Background: an optimization exercise with open tools, aiming at small area. Do not read the settings as production practice.
RTL that was checked went through simulation tests only; none was proved equivalent to the original.
Power figures rest on the tool's default switching activity, not on a simulated workload.

==> module fir_avg_multi, before the edit <==
module fir_avg_multi
#(
  parameter int W     = fir_avg_pkg::W_DEF,
  parameter int LOG2N = fir_avg_pkg::LOG2N_DEF,
  parameter int CH    = fir_avg_pkg::CH_DEF
) (
  input  logic            clk,
  input  logic            reset,
  input  logic            isValid,
  input  logic            flush,
  input  logic            bypass,
  input  logic [CH*W-1:0] dataIn,
  output logic [CH*W-1:0] dataOut,
  output logic            outValid,
  output logic            filled
);
  localparam int N  = 1 << LOG2N;
  localparam int AW = W + LOG2N;
  localparam int CIA_BLK = 7;
  logic            accept;
  logic [CH*W-1:0] newest;
  logic [CH*W-1:0] oldest;
  logic [LOG2N-1:0] cnt_q;
  logic             filled_q;
  logic             vld_q;
  logic             byp_q;
  assign accept = isValid & ~flush;
  fir_avg_delay_line #(
    .W     (W),
    .LOG2N (LOG2N),
    .CH    (CH)
  ) u_delay_line (
    .clk    (clk),
    .we     (accept),
    .din    (dataIn),
    .newest (newest),
    .oldest (oldest)
  );
  always_ff @(posedge clk or posedge reset) begin
    if (reset) begin
      cnt_q    <= '0;
      filled_q <= 1'b0;
      vld_q    <= 1'b0;
      byp_q    <= 1'b0;
    end else begin
      vld_q <= accept;
      if (flush) begin
        cnt_q    <= '0;
        filled_q <= 1'b0;
        byp_q    <= 1'b0;
      end else if (accept) begin
        cnt_q    <= cnt_q + LOG2N'(1);
        byp_q    <= bypass;
        if (cnt_q == LOG2N'(N-1)) filled_q <= 1'b1;
      end
    end
  end
  assign outValid = vld_q;
  assign filled   = filled_q;
  for (genvar c = 0; c < CH; c++) begin : g_ch
    logic signed [W-1:0]  smp;
    logic signed [W-1:0]  old;
    logic signed [AW-1:0] acc_q;
    logic signed [AW-1:0] acc_nxt;
    assign smp = isValid ? dataIn[c*W +: W] : '0;
    assign old = (isValid & filled_q) ? oldest[c*W +: W] : '0;
    logic [AW-1:0] op_a, op_b, op_c, cs_s, cs_c;
    assign op_a = acc_q;
    assign op_b = {{LOG2N{smp[W-1]}}, smp};
    assign op_c = ~{{LOG2N{old[W-1]}}, old};
    assign cs_s = op_a ^ op_b ^ op_c;
    assign cs_c = (op_a & op_b) | (op_a & op_c) | (op_b & op_c);
    fir_avg_cia #(.AW(AW), .BLK(CIA_BLK)) u_cpa (
      .a   (cs_s),
      .b   ({cs_c[AW-2:0], 1'b1}),
      .sum (acc_nxt)
    );
    always_ff @(posedge clk or posedge reset) begin
      if (reset) acc_q <= '0;
      else       acc_q <= flush ? '0 : acc_nxt;
    end
    assign dataOut[c*W +: W] = byp_q ? newest[c*W +: W] : acc_q[AW-1:LOG2N];
  end
endmodule
==> module fir_avg_cia, before the edit <==
module fir_avg_cia
#(
  parameter int AW  = fir_avg_pkg::ACC_W_DEF,
  parameter int BLK = 7
) (
  input  logic [AW-1:0] a,
  input  logic [AW-1:0] b,
  output logic [AW-1:0] sum
);
  localparam int NB = (AW + BLK - 1) / BLK;
  logic [AW-1:0] s0;      
  logic [AW-1:0] ones;    
  logic [NB:0]   cb;      
  assign cb[0] = 1'b0;
  for (genvar j = 0; j < NB; j++) begin : g_blk
    localparam int LO = j * BLK;
    localparam int HI = (LO + BLK < AW) ? LO + BLK : AW;
    logic [HI-LO:0] rc;
    assign rc[0] = 1'b0;
    for (genvar i = LO; i < HI; i++) begin : g_bit
      assign s0[i]         = a[i] ^ b[i] ^ rc[i-LO];
      assign rc[i-LO+1]    = (a[i] & b[i]) | (a[i] & rc[i-LO]) | (b[i] & rc[i-LO]);
      if (i == LO) begin : g_first
        assign ones[i] = 1'b1;
      end else begin : g_next
        assign ones[i] = ones[i-1] & s0[i-1];
      end
      assign sum[i] = s0[i] ^ (cb[j] & ones[i]);
    end
    assign cb[j+1] = rc[HI-LO] | (cb[j] & ones[HI-1] & s0[HI-1]);
  end
endmodule
export LEC_CHECK = 0
export CAP_MARGIN = 20
export CORE_MARGIN = 2
export CORE_UTILIZATION = 40
export SLEW_MARGIN = 20
create_clock -name core_clock -period 7.0 [get_ports {clk}]
standard.sh (not shown) runs the stock make flow with config.mk's settings and CLKGATE_MAP_FILE= SYNTH_SCRIPT=/design/flow/synth_recipe.tcl, a recipe that flattens the netlist after the stock synthesis.
==> flow/flow/run.sh <==
#!/bin/bash
# Layout flow: the standard ORFS flow (standard.sh, unchanged synthesis,
# floorplan, power grid and tap cells), with two settings of its own:
#  - port buffers are the smallest buffer (buf_1) instead of the flow's pick;
#  - clock tree: clkbuf_8 buffers in clusters of at most 20 sinks within
#    60 um, and no dummy loads at the leaves.
# make's full output goes to flow_make.log here; ORFS's per-step logs stay
# under orfs/logs/.
set -euo pipefail
bash standard.sh \
  BUFFER_PORTS_ARGS="-buffer_cell sky130_fd_sc_hd__buf_1" \
  CTS_ARGS="-sink_clustering_enable -repair_clock_nets -dont_use_dummy_load -buf_list sky130_fd_sc_hd__clkbuf_8 -sink_clustering_size 20 -sink_clustering_max_diameter 60" \
  finish > flow_make.log 2>&1
==> next run, changes <==
--- a/flow/design.v
+++ b/flow/design.v
@@ -43,14 +43,15 @@
 );
   localparam int N  = 1 << LOG2N;
   localparam int AW = W + LOG2N;
-  localparam int CIA_BLK = 7;
+  localparam int CIA_BLK = 8;
   logic            accept;
   logic [CH*W-1:0] newest;
   logic [CH*W-1:0] oldest;
   logic [LOG2N-1:0] cnt_q;
   logic             filled_q;
   logic             vld_q;
-  logic             byp_q;
+  logic             sel_avg_q;  
+  logic             sel_smp_q;  
   assign accept = isValid & ~flush;
   fir_avg_delay_line #(
     .W     (W),
@@ -65,19 +66,22 @@
   );
   always_ff @(posedge clk or posedge reset) begin
     if (reset) begin
-      cnt_q    <= '0;
-      filled_q <= 1'b0;
-      vld_q    <= 1'b0;
-      byp_q    <= 1'b0;
+      cnt_q     <= '0;
+      filled_q  <= 1'b0;
+      vld_q     <= 1'b0;
+      sel_avg_q <= 1'b0;
+      sel_smp_q <= 1'b0;
     end else begin
-      vld_q <= accept;
+      vld_q  <= accept;
       if (flush) begin
-        cnt_q    <= '0;
-        filled_q <= 1'b0;
-        byp_q    <= 1'b0;
+        cnt_q     <= '0;
+        filled_q  <= 1'b0;
+        sel_avg_q <= 1'b0;
+        sel_smp_q <= 1'b0;
       end else if (accept) begin
-        cnt_q    <= cnt_q + LOG2N'(1);
-        byp_q    <= bypass;
+        cnt_q     <= cnt_q + LOG2N'(1);
+        sel_avg_q <= ~bypass;
+        sel_smp_q <= bypass;
         if (cnt_q == LOG2N'(N-1)) filled_q <= 1'b1;
       end
     end
@@ -85,16 +89,20 @@
   assign outValid = vld_q;
   assign filled   = filled_q;
   for (genvar c = 0; c < CH; c++) begin : g_ch
-    logic signed [W-1:0]  smp;
-    logic signed [W-1:0]  old;
+    logic                 smp_v;
+    logic                 old_v;
+    logic        [W-1:0]  smp_o;
+    logic        [W-1:0]  old_o;
     logic signed [AW-1:0] acc_q;
     logic signed [AW-1:0] acc_nxt;
-    assign smp = isValid ? dataIn[c*W +: W] : '0;
-    assign old = (isValid & filled_q) ? oldest[c*W +: W] : '0;
+    assign smp_v = isValid;
+    assign old_v = isValid & filled_q;
+    assign smp_o = {~(smp_v & dataIn[c*W+W-1]), {(W-1){smp_v}} & dataIn[c*W +: W-1]};
+    assign old_o = {~(old_v & oldest[c*W+W-1]), {(W-1){old_v}} & oldest[c*W +: W-1]};
     logic [AW-1:0] op_a, op_b, op_c, cs_s, cs_c;
     assign op_a = acc_q;
-    assign op_b = {{LOG2N{smp[W-1]}}, smp};
-    assign op_c = ~{{LOG2N{old[W-1]}}, old};
+    assign op_b = {{LOG2N{1'b0}}, smp_o};
+    assign op_c = ~{{LOG2N{1'b0}}, old_o};
     assign cs_s = op_a ^ op_b ^ op_c;
     assign cs_c = (op_a & op_b) | (op_a & op_c) | (op_b & op_c);
     fir_avg_cia #(.AW(AW), .BLK(CIA_BLK)) u_cpa (
@@ -106,7 +114,8 @@
       if (reset) acc_q <= '0;
       else       acc_q <= flush ? '0 : acc_nxt;
     end
-    assign dataOut[c*W +: W] = byp_q ? newest[c*W +: W] : acc_q[AW-1:LOG2N];
+    assign dataOut[c*W +: W] = ({W{sel_avg_q}} & acc_q[AW-1:LOG2N])
+                             | ({W{sel_smp_q}} & newest[c*W +: W]);
   end
 endmodule
 module fir_avg_cia
@@ -130,14 +139,14 @@
     assign rc[0] = 1'b0;
     for (genvar i = LO; i < HI; i++) begin : g_bit
       assign s0[i]         = a[i] ^ b[i] ^ rc[i-LO];
-      assign rc[i-LO+1]    = (a[i] & b[i]) | (a[i] & rc[i-LO]) | (b[i] & rc[i-LO]);
+      assign rc[i-LO+1]    = (a[i] & b[i]) | (rc[i-LO] & (a[i] ^ b[i]));
       if (i == LO) begin : g_first
         assign ones[i] = 1'b1;
       end else begin : g_next
-        assign ones[i] = ones[i-1] & s0[i-1];
+        assign ones[i] = &s0[i-1:LO];
       end
       assign sum[i] = s0[i] ^ (cb[j] & ones[i]);
     end
-    assign cb[j+1] = rc[HI-LO] | (cb[j] & ones[HI-1] & s0[HI-1]);
+    assign cb[j+1] = rc[HI-LO] | (cb[j] & (&s0[HI-1:LO]));
   end
 endmodule
=>
- The new run finished clean
- global-route usage went up by 0.63 points
- final area went down by 1.0%
- power went down by 0.53%
- via count went up by about 0.6%
- routed wire length went up by about 4%
- sequential share of layout area went up by 0.88 points
- synthesized area went down by about 1.1%
Function not checked in the first run of this note: the RTL went through the layout flow alone.

static timing again, ports no longer ideal:
The results above use ideal ports. As a check the final layouts listed here were re-extracted and re-timed, cells and wires unchanged.
Step 1 sets driving cells, clkbuf_16 on the clock port and buf_2 on the other inputs (assumed; they add their load-dependent delay and slew).
Step 2 times the ports against the registers' clock, not the clock port: input delays grow and output delays shrink by t, the midpoint of the rising clock arrivals with the driver on.
Slacks: ideal / step 1 / step 2; pairs: ideal / step 1.
run | shift t [ns] | setup slack, ns | hold slack, ns | clock arrival spread, ns | pins driven straight from the clock port
the first run | 0.694 | 0.454 / 0.374 / -0.320 | 0.344 / 0.344 / 0.344 | 0.100 / 0.100 | 1
the second run | 0.707 | 0.484 / 0.439 / -0.268 | 0.364 / 0.364 / 0.364 | 0.107 / 0.107 | 1
Met with ideal ports but missed after step 2: setup timing in the first run and the second run. The setup slack of the first run, which loses most, moves by -0.080 ns with the drivers and by -0.774 ns with both steps.
